This design comes from an exercise in tuning for small area on the open sky130 flow, not from production work.
At most, simulation tests tie the RTL to the original design; equivalence was not proved.
Power and IR drop assume default switching activity.

==> v24: inputs <==
// mixer_top
module mixer_top
(
	input logic clk,
	input logic nRst,
	input logic wr_en,
	input logic cmd_data_sw,
	input logic [7:0] data,
	input logic ws,
	input logic [8*16-1:0] codec_in,	 
	output logic [4*16-1:0] codec_out	 
);
	localparam int ROW_W = 8*8;
	localparam int T3_W = 30;						 
	logic [8*ROW_W-1:0] gains;
	logic [4*ROW_W-1:0] pair_gains;		 
	logic [4*16-1:0] pair_mix;		 
	logic [8*T3_W-1:0] triples;		 
	logic ws_d;										 
	logic ws_d_n;
	genvar c;
	genvar p;
	genvar k;
	assign ws_d_n = ~ws_d;
	gain_regs u_gain_regs
	(
		.clk(clk),
		.nRst(nRst),
		.wr_en(wr_en),
		.cmd_data_sw(cmd_data_sw),
		.data(data),
		.gains(gains)
	);
	generate
		for (c = 0; c < 8; c++)
		begin : g_chan
			sample_triple u_triple
			(
				.sample(codec_in[c*16 +: 16]),
				.t3(triples[c*T3_W +: T3_W])
			);
		end
	endgenerate
	generate
		for (p = 0; p < 4; p++)
		begin : g_pair
			for (k = 0; k < ROW_W; k++)
			begin : g_sel
				cell_ao22 u_sel
				(
					.a1(ws_d),
  ...
==> module sample_triple, before the edit <==
module sample_triple
(
	input logic [16-1:0] sample,
	output logic [30-1:0] t3
);
	logic tc1_1;
	logic ts1_2;
	logic tc1_2;
	logic ts1_3;
	logic tc1_3;
	logic ts1_4;
	logic tc1_4;
	logic ts1_5;
	logic tc1_5;
	logic ts1_6;
	logic tc1_6;
	logic tc1_7;
	logic tc2_1;
	logic ts2_2;
	logic tc2_2;
	logic ts2_3;
	logic tc2_3;
	logic ts2_4;
	logic tc2_4;
	logic ts2_5;
	logic tc2_5;
	logic ts2_6;
	logic tc2_6;
	logic ts2_7;
	logic tc2_7;
	logic ts2_8;
	logic tc2_8;
	logic tc2_9;
	logic tc3_1;
	logic ts3_2;
	logic tc3_2;
	logic ts3_3;
	logic tc3_3;
	logic ts3_4;
	logic tc3_4;
	logic ts3_5;
	logic tc3_5;
	logic ts3_6;
	logic tc3_6;
	logic ts3_7;
	logic tc3_7;
	logic ts3_8;
	logic tc3_8;
	logic ts3_9;
	logic tc3_9;
	logic ts3_10;
	logic tc3_10;
	logic tc3_11;
	cell_ha u_ha1_1 (.a(sample[10]), .b(sample[9]), .s(t3[0]), .co(tc1_1));
	full_add u_fats1_2 (.a(sample[11]), .b(sample[10]), .c(tc1_1), .s(ts1_2), .co(tc1_2));
	assign t3[1] = ts1_2;
	full_add u_fats1_3 (.a(sample[12]), .b(sample[11]), .c(tc1_2), .s(ts1_3), .co(tc1_3));
	assign t3[2] = ts1_3;
	full_add u_fats1_4 (.a(sample[13]), .b(sample[12]), .c(tc1_3), .s(ts1_4), .co(tc1_4));
	assign t3[3] = ts1_4;
	full_add u_fats1_5 (.a(sample[14]), .b(sample[13]), .c(tc1_4), .s(ts1_5), .co(tc1_5));
	assign t3[4] = ts1_5;
	full_add u_fats1_6 (.a(sample[15]), .b(sample[14]), .c(tc1_5), .s(ts1_6), .co(tc1_6));
	assign t3[5] = ts1_6;
	cell_ha u_ha1_7 (.a(sample[15]), .b(tc1_6), .s(t3[6]), .co(tc1_7));
	assign t3[7] = tc1_7;
	cell_ha u_ha2_1 (.a(sample[8]), .b(sample[7]), .s(t3[8]), .co(tc2_1));
	full_add u_fats2_2 (.a(sample[9]), .b(sample[8]), .c(tc2_1), .s(ts2_2), .co(tc2_2));
	assign t3[9] = ts2_2;
	full_add u_fats2_3 (.a(sample[10]), .b(sample[9]), .c(tc2_2), .s(ts2_3), .co(tc2_3));
	assign t3[10] = ts2_3;
	full_add u_fats2_4 (.a(sample[11]), .b(sample[10]), .c(tc2_3), .s(ts2_4), .co(tc2_4));
	assign t3[11] = ts2_4;
	full_add u_fats2_5 (.a(sample[12]), .b(sample[11]), .c(tc2_4), .s(ts2_5), .co(tc2_5));
	assign t3[12] = ts2_5;
	full_add u_fats2_6 (.a(sample[13]), .b(sample[12]), .c(tc2_5), .s(ts2_6), .co(tc2_6));
	assign t3[13] = ts2_6;
	full_add u_fats2_7 (.a(sample[14]), .b(sample[13]), .c(tc2_6), .s(ts2_7), .co(tc2_7));
	assign t3[14] = ts2_7;
	full_add u_fats2_8 (.a(sample[15]), .b(sample[14]), .c(tc2_7), .s(ts2_8), .co(tc2_8));
	assign t3[15] = ts2_8;
	cell_ha u_ha2_9 (.a(sample[15]), .b(tc2_8), .s(t3[16]), .co(tc2_9));
	assign t3[17] = tc2_9;
	cell_ha u_ha3_1 (.a(sample[6]), .b(sample[5]), .s(t3[18]), .co(tc3_1));
	full_add u_fats3_2 (.a(sample[7]), .b(sample[6]), .c(tc3_1), .s(ts3_2), .co(tc3_2));
	assign t3[19] = ts3_2;
	full_add u_fats3_3 (.a(sample[8]), .b(sample[7]), .c(tc3_2), .s(ts3_3), .co(tc3_3));
	assign t3[20] = ts3_3;
	full_add u_fats3_4 (.a(sample[9]), .b(sample[8]), .c(tc3_3), .s(ts3_4), .co(tc3_4));
	assign t3[21] = ts3_4;
	full_add u_fats3_5 (.a(sample[10]), .b(sample[9]), .c(tc3_4), .s(ts3_5), .co(tc3_5));
	assign t3[22] = ts3_5;
	full_add u_fats3_6 (.a(sample[11]), .b(sample[10]), .c(tc3_5), .s(ts3_6), .co(tc3_6));
	assign t3[23] = ts3_6;
	full_add u_fats3_7 (.a(sample[12]), .b(sample[11]), .c(tc3_6), .s(ts3_7), .co(tc3_7));
	assign t3[24] = ts3_7;
	full_add u_fats3_8 (.a(sample[13]), .b(sample[12]), .c(tc3_7), .s(ts3_8), .co(tc3_8));
	assign t3[25] = ts3_8;
	full_add u_fats3_9 (.a(sample[14]), .b(sample[13]), .c(tc3_8), .s(ts3_9), .co(tc3_9));
	assign t3[26] = ts3_9;
	full_add u_fats3_10 (.a(sample[15]), .b(sample[14]), .c(tc3_9), .s(ts3_10), .co(tc3_10));
	assign t3[27] = ts3_10;
	cell_ha u_ha3_11 (.a(sample[15]), .b(tc3_10), .s(t3[28]), .co(tc3_11));
	assign t3[29] = tc3_11;
endmodule
export LEC_CHECK = 0
export CAP_MARGIN = 20
export CORE_MARGIN = 2
export CORE_UTILIZATION = 45
export SLEW_MARGIN = 20
export SYNTH_HIERARCHICAL = 1
create_clock -name core_clock -period 15.0 [get_ports {clk}]
run.sh (not shown) runs the stock make flow with config.mk's settings and CLKGATE_MAP_FILE= SYNTH_SCRIPT=/design/flow/synth_recipe.tcl, a recipe that flattens the netlist after the stock synthesis.
==> inputs of v28, as changes to v24 <==
--- a/flow/design.v
+++ b/flow/design.v
@@ -5,104 +5,56 @@
 	output logic [30-1:0] t3
 );
 	logic tc1_1;
-	logic ts1_2;
 	logic tc1_2;
-	logic ts1_3;
 	logic tc1_3;
-	logic ts1_4;
 	logic tc1_4;
-	logic ts1_5;
 	logic tc1_5;
-	logic ts1_6;
 	logic tc1_6;
-	logic tc1_7;
 	logic tc2_1;
-	logic ts2_2;
 	logic tc2_2;
-	logic ts2_3;
 	logic tc2_3;
-	logic ts2_4;
 	logic tc2_4;
-	logic ts2_5;
 	logic tc2_5;
-	logic ts2_6;
 	logic tc2_6;
-	logic ts2_7;
 	logic tc2_7;
-	logic ts2_8;
 	logic tc2_8;
-	logic tc2_9;
 	logic tc3_1;
-	logic ts3_2;
 	logic tc3_2;
-	logic ts3_3;
 	logic tc3_3;
-	logic ts3_4;
 	logic tc3_4;
-	logic ts3_5;
 	logic tc3_5;
-	logic ts3_6;
 	logic tc3_6;
-	logic ts3_7;
 	logic tc3_7;
-	logic ts3_8;
 	logic tc3_8;
-	logic ts3_9;
 	logic tc3_9;
-	logic ts3_10;
 	logic tc3_10;
-	logic tc3_11;
 	cell_ha u_ha1_1 (.a(sample[10]), .b(sample[9]), .s(t3[0]), .co(tc1_1));
-	full_add u_fats1_2 (.a(sample[11]), .b(sample[10]), .c(tc1_1), .s(ts1_2), .co(tc1_2));
-	assign t3[1] = ts1_2;
-	full_add u_fats1_3 (.a(sample[12]), .b(sample[11]), .c(tc1_2), .s(ts1_3), .co(tc1_3));
-	assign t3[2] = ts1_3;
-	full_add u_fats1_4 (.a(sample[13]), .b(sample[12]), .c(tc1_3), .s(ts1_4), .co(tc1_4));
-	assign t3[3] = ts1_4;
-	full_add u_fats1_5 (.a(sample[14]), .b(sample[13]), .c(tc1_4), .s(ts1_5), .co(tc1_5));
-	assign t3[4] = ts1_5;
-	full_add u_fats1_6 (.a(sample[15]), .b(sample[14]), .c(tc1_5), .s(ts1_6), .co(tc1_6));
-	assign t3[5] = ts1_6;
-	cell_ha u_ha1_7 (.a(sample[15]), .b(tc1_6), .s(t3[6]), .co(tc1_7));
-	assign t3[7] = tc1_7;
+	full_add u_fa1_2 (.a(sample[11]), .b(sample[10]), .c(tc1_1), .s(t3[1]), .co(tc1_2));
+	full_add u_fa1_3 (.a(sample[12]), .b(sample[11]), .c(tc1_2), .s(t3[2]), .co(tc1_3));
+	full_add u_fa1_4 (.a(sample[13]), .b(sample[12]), .c(tc1_3), .s(t3[3]), .co(tc1_4));
+	full_add u_fa1_5 (.a(sample[14]), .b(sample[13]), .c(tc1_4), .s(t3[4]), .co(tc1_5));
+	full_add u_fa1_6 (.a(sample[15]), .b(sample[14]), .c(tc1_5), .s(t3[5]), .co(tc1_6));
+	cell_ha u_ha1_7 (.a(sample[15]), .b(tc1_6), .s(t3[6]), .co(t3[7]));
 	cell_ha u_ha2_1 (.a(sample[8]), .b(sample[7]), .s(t3[8]), .co(tc2_1));
-	full_add u_fats2_2 (.a(sample[9]), .b(sample[8]), .c(tc2_1), .s(ts2_2), .co(tc2_2));
-	assign t3[9] = ts2_2;
-	full_add u_fats2_3 (.a(sample[10]), .b(sample[9]), .c(tc2_2), .s(ts2_3), .co(tc2_3));
-	assign t3[10] = ts2_3;
-	full_add u_fats2_4 (.a(sample[11]), .b(sample[10]), .c(tc2_3), .s(ts2_4), .co(tc2_4));
-	assign t3[11] = ts2_4;
-	full_add u_fats2_5 (.a(sample[12]), .b(sample[11]), .c(tc2_4), .s(ts2_5), .co(tc2_5));
-	assign t3[12] = ts2_5;
-	full_add u_fats2_6 (.a(sample[13]), .b(sample[12]), .c(tc2_5), .s(ts2_6), .co(tc2_6));
-	assign t3[13] = ts2_6;
-	full_add u_fats2_7 (.a(sample[14]), .b(sample[13]), .c(tc2_6), .s(ts2_7), .co(tc2_7));
-	assign t3[14] = ts2_7;
-	full_add u_fats2_8 (.a(sample[15]), .b(sample[14]), .c(tc2_7), .s(ts2_8), .co(tc2_8));
-	assign t3[15] = ts2_8;
-	cell_ha u_ha2_9 (.a(sample[15]), .b(tc2_8), .s(t3[16]), .co(tc2_9));
-	assign t3[17] = tc2_9;
+	full_add u_fa2_2 (.a(sample[9]), .b(sample[8]), .c(tc2_1), .s(t3[9]), .co(tc2_2));
+	full_add u_fa2_3 (.a(sample[10]), .b(sample[9]), .c(tc2_2), .s(t3[10]), .co(tc2_3));
+	full_add u_fa2_4 (.a(sample[11]), .b(sample[10]), .c(tc2_3), .s(t3[11]), .co(tc2_4));
+	full_add u_fa2_5 (.a(sample[12]), .b(sample[11]), .c(tc2_4), .s(t3[12]), .co(tc2_5));
+	full_add u_fa2_6 (.a(sample[13]), .b(sample[12]), .c(tc2_5), .s(t3[13]), .co(tc2_6));
+	full_add u_fa2_7 (.a(sample[14]), .b(sample[13]), .c(tc2_6), .s(t3[14]), .co(tc2_7));
+	full_add u_fa2_8 (.a(sample[15]), .b(sample[14]), .c(tc2_7), .s(t3[15]), .co(tc2_8));
+	cell_ha u_ha2_9 (.a(sample[15]), .b(tc2_8), .s(t3[16]), .co(t3[17]));
 	cell_ha u_ha3_1 (.a(sample[6]), .b(sample[5]), .s(t3[18]), .co(tc3_1));
-	full_add u_fats3_2 (.a(sample[7]), .b(sample[6]), .c(tc3_1), .s(ts3_2), .co(tc3_2));
-	assign t3[19] = ts3_2;
-	full_add u_fats3_3 (.a(sample[8]), .b(sample[7]), .c(tc3_2), .s(ts3_3), .co(tc3_3));
-	assign t3[20] = ts3_3;
-	full_add u_fats3_4 (.a(sample[9]), .b(sample[8]), .c(tc3_3), .s(ts3_4), .co(tc3_4));
-	assign t3[21] = ts3_4;
-	full_add u_fats3_5 (.a(sample[10]), .b(sample[9]), .c(tc3_4), .s(ts3_5), .co(tc3_5));
-	assign t3[22] = ts3_5;
-	full_add u_fats3_6 (.a(sample[11]), .b(sample[10]), .c(tc3_5), .s(ts3_6), .co(tc3_6));
-	assign t3[23] = ts3_6;
-	full_add u_fats3_7 (.a(sample[12]), .b(sample[11]), .c(tc3_6), .s(ts3_7), .co(tc3_7));
-	assign t3[24] = ts3_7;
-	full_add u_fats3_8 (.a(sample[13]), .b(sample[12]), .c(tc3_7), .s(ts3_8), .co(tc3_8));
-	assign t3[25] = ts3_8;
-	full_add u_fats3_9 (.a(sample[14]), .b(sample[13]), .c(tc3_8), .s(ts3_9), .co(tc3_9));
-	assign t3[26] = ts3_9;
-	full_add u_fats3_10 (.a(sample[15]), .b(sample[14]), .c(tc3_9), .s(ts3_10), .co(tc3_10));
-	assign t3[27] = ts3_10;
-	cell_ha u_ha3_11 (.a(sample[15]), .b(tc3_10), .s(t3[28]), .co(tc3_11));
-	assign t3[29] = tc3_11;
+	full_add u_fa3_2 (.a(sample[7]), .b(sample[6]), .c(tc3_1), .s(t3[19]), .co(tc3_2));
+	full_add u_fa3_3 (.a(sample[8]), .b(sample[7]), .c(tc3_2), .s(t3[20]), .co(tc3_3));
+	full_add u_fa3_4 (.a(sample[9]), .b(sample[8]), .c(tc3_3), .s(t3[21]), .co(tc3_4));
+	full_add u_fa3_5 (.a(sample[10]), .b(sample[9]), .c(tc3_4), .s(t3[22]), .co(tc3_5));
+	full_add u_fa3_6 (.a(sample[11]), .b(sample[10]), .c(tc3_5), .s(t3[23]), .co(tc3_6));
+	full_add u_fa3_7 (.a(sample[12]), .b(sample[11]), .c(tc3_6), .s(t3[24]), .co(tc3_7));
+	full_add u_fa3_8 (.a(sample[13]), .b(sample[12]), .c(tc3_7), .s(t3[25]), .co(tc3_8));
+	full_add u_fa3_9 (.a(sample[14]), .b(sample[13]), .c(tc3_8), .s(t3[26]), .co(tc3_9));
+	full_add u_fa3_10 (.a(sample[15]), .b(sample[14]), .c(tc3_9), .s(t3[27]), .co(tc3_10));
+	cell_ha u_ha3_11 (.a(sample[15]), .b(tc3_10), .s(t3[28]), .co(t3[29]));
 endmodule
 module gain_scale
 (
==> summary.txt <==
quantity	v24	v28
Power density relative to cell area	106 mW/mm²	104 mW/mm²
Antenna cell count	18	25
Post-synthesis instance total	5599	5407
Post-synthesis sequential area ratio	0.206	0.210
Highest Clock Rate	72.2 MHz	71.7 MHz
Detailed-routed wire length on met2	167000 µm	164000 µm
Arrival time worst endpoint	14.46 ns	14.52 ns
Number of nets in the finished design	7705	7700
Worst path required time	15.61 ns	15.58 ns
DP Area	0.0763 mm²	0.0761 mm²
Nets in the synthesized netlist	7392	7200
Power consumed by combinational cells	4.67 mW	4.62 mW
Floorplan die height	402 µm	398 µm
Outcome	timing/DRC/antenna clean	timing/DRC/antenna clean
Met1 capacity usage during global routing	0.635	0.644
Number of CTS-inserted buffers	69	68
Max stage delay on crit path	0.89 ns	1.23 ns
Highest-delay cell along the critical path	sky130_fd_sc_hd__clkdlybuf4s50_1	sky130_fd_sc_hd__fa_1
Detail Route met3 WL	76500 µm	63900 µm
Fill count	14.0k	13.7k
Met3 track demand over resource	0.315	0.231
Pin count of the biggest net entering global routing	185	179
Function not checked in v24: the RTL went through the layout flow alone.

[what the ideal ports hide]
No port has a modelled driver above. Below, the same layouts with a new extraction and two added sets of constraints. Step 1 sets driving cells, clkbuf_16 on the clock port and buf_2 on the other inputs (assumed; they add their load-dependent delay and slew). Step 2 moves the port delays by t, midway between the first and last clock arrival at a register: inputs arrive t later, outputs are due t later. That takes back most of the time a late clock gives input paths. a / b / c = ideal ports / drivers / drivers and shift; a / b = the first two.
| run | shift t [ns] | setup slack, ns | worst setup path after step 2 | clock arrival spread, ns | slew at the worst register clock pin (ns) |
|---|---|---|---|---|---|
| v24 | 0.812 | 1.154 / 1.225 / 0.413 | input to register | 0.035 / 0.034 | 0.07 / 0.07 |
| v28 | 0.794 | 1.061 / 1.085 / 0.291 | input to register | 0.113 / 0.114 | 0.08 / 0.08 |
After both steps setup and hold are still met in every run listed. The setup slack of v28, which loses most, moves by +0.024 ns with the drivers and by -0.770 ns with both steps.
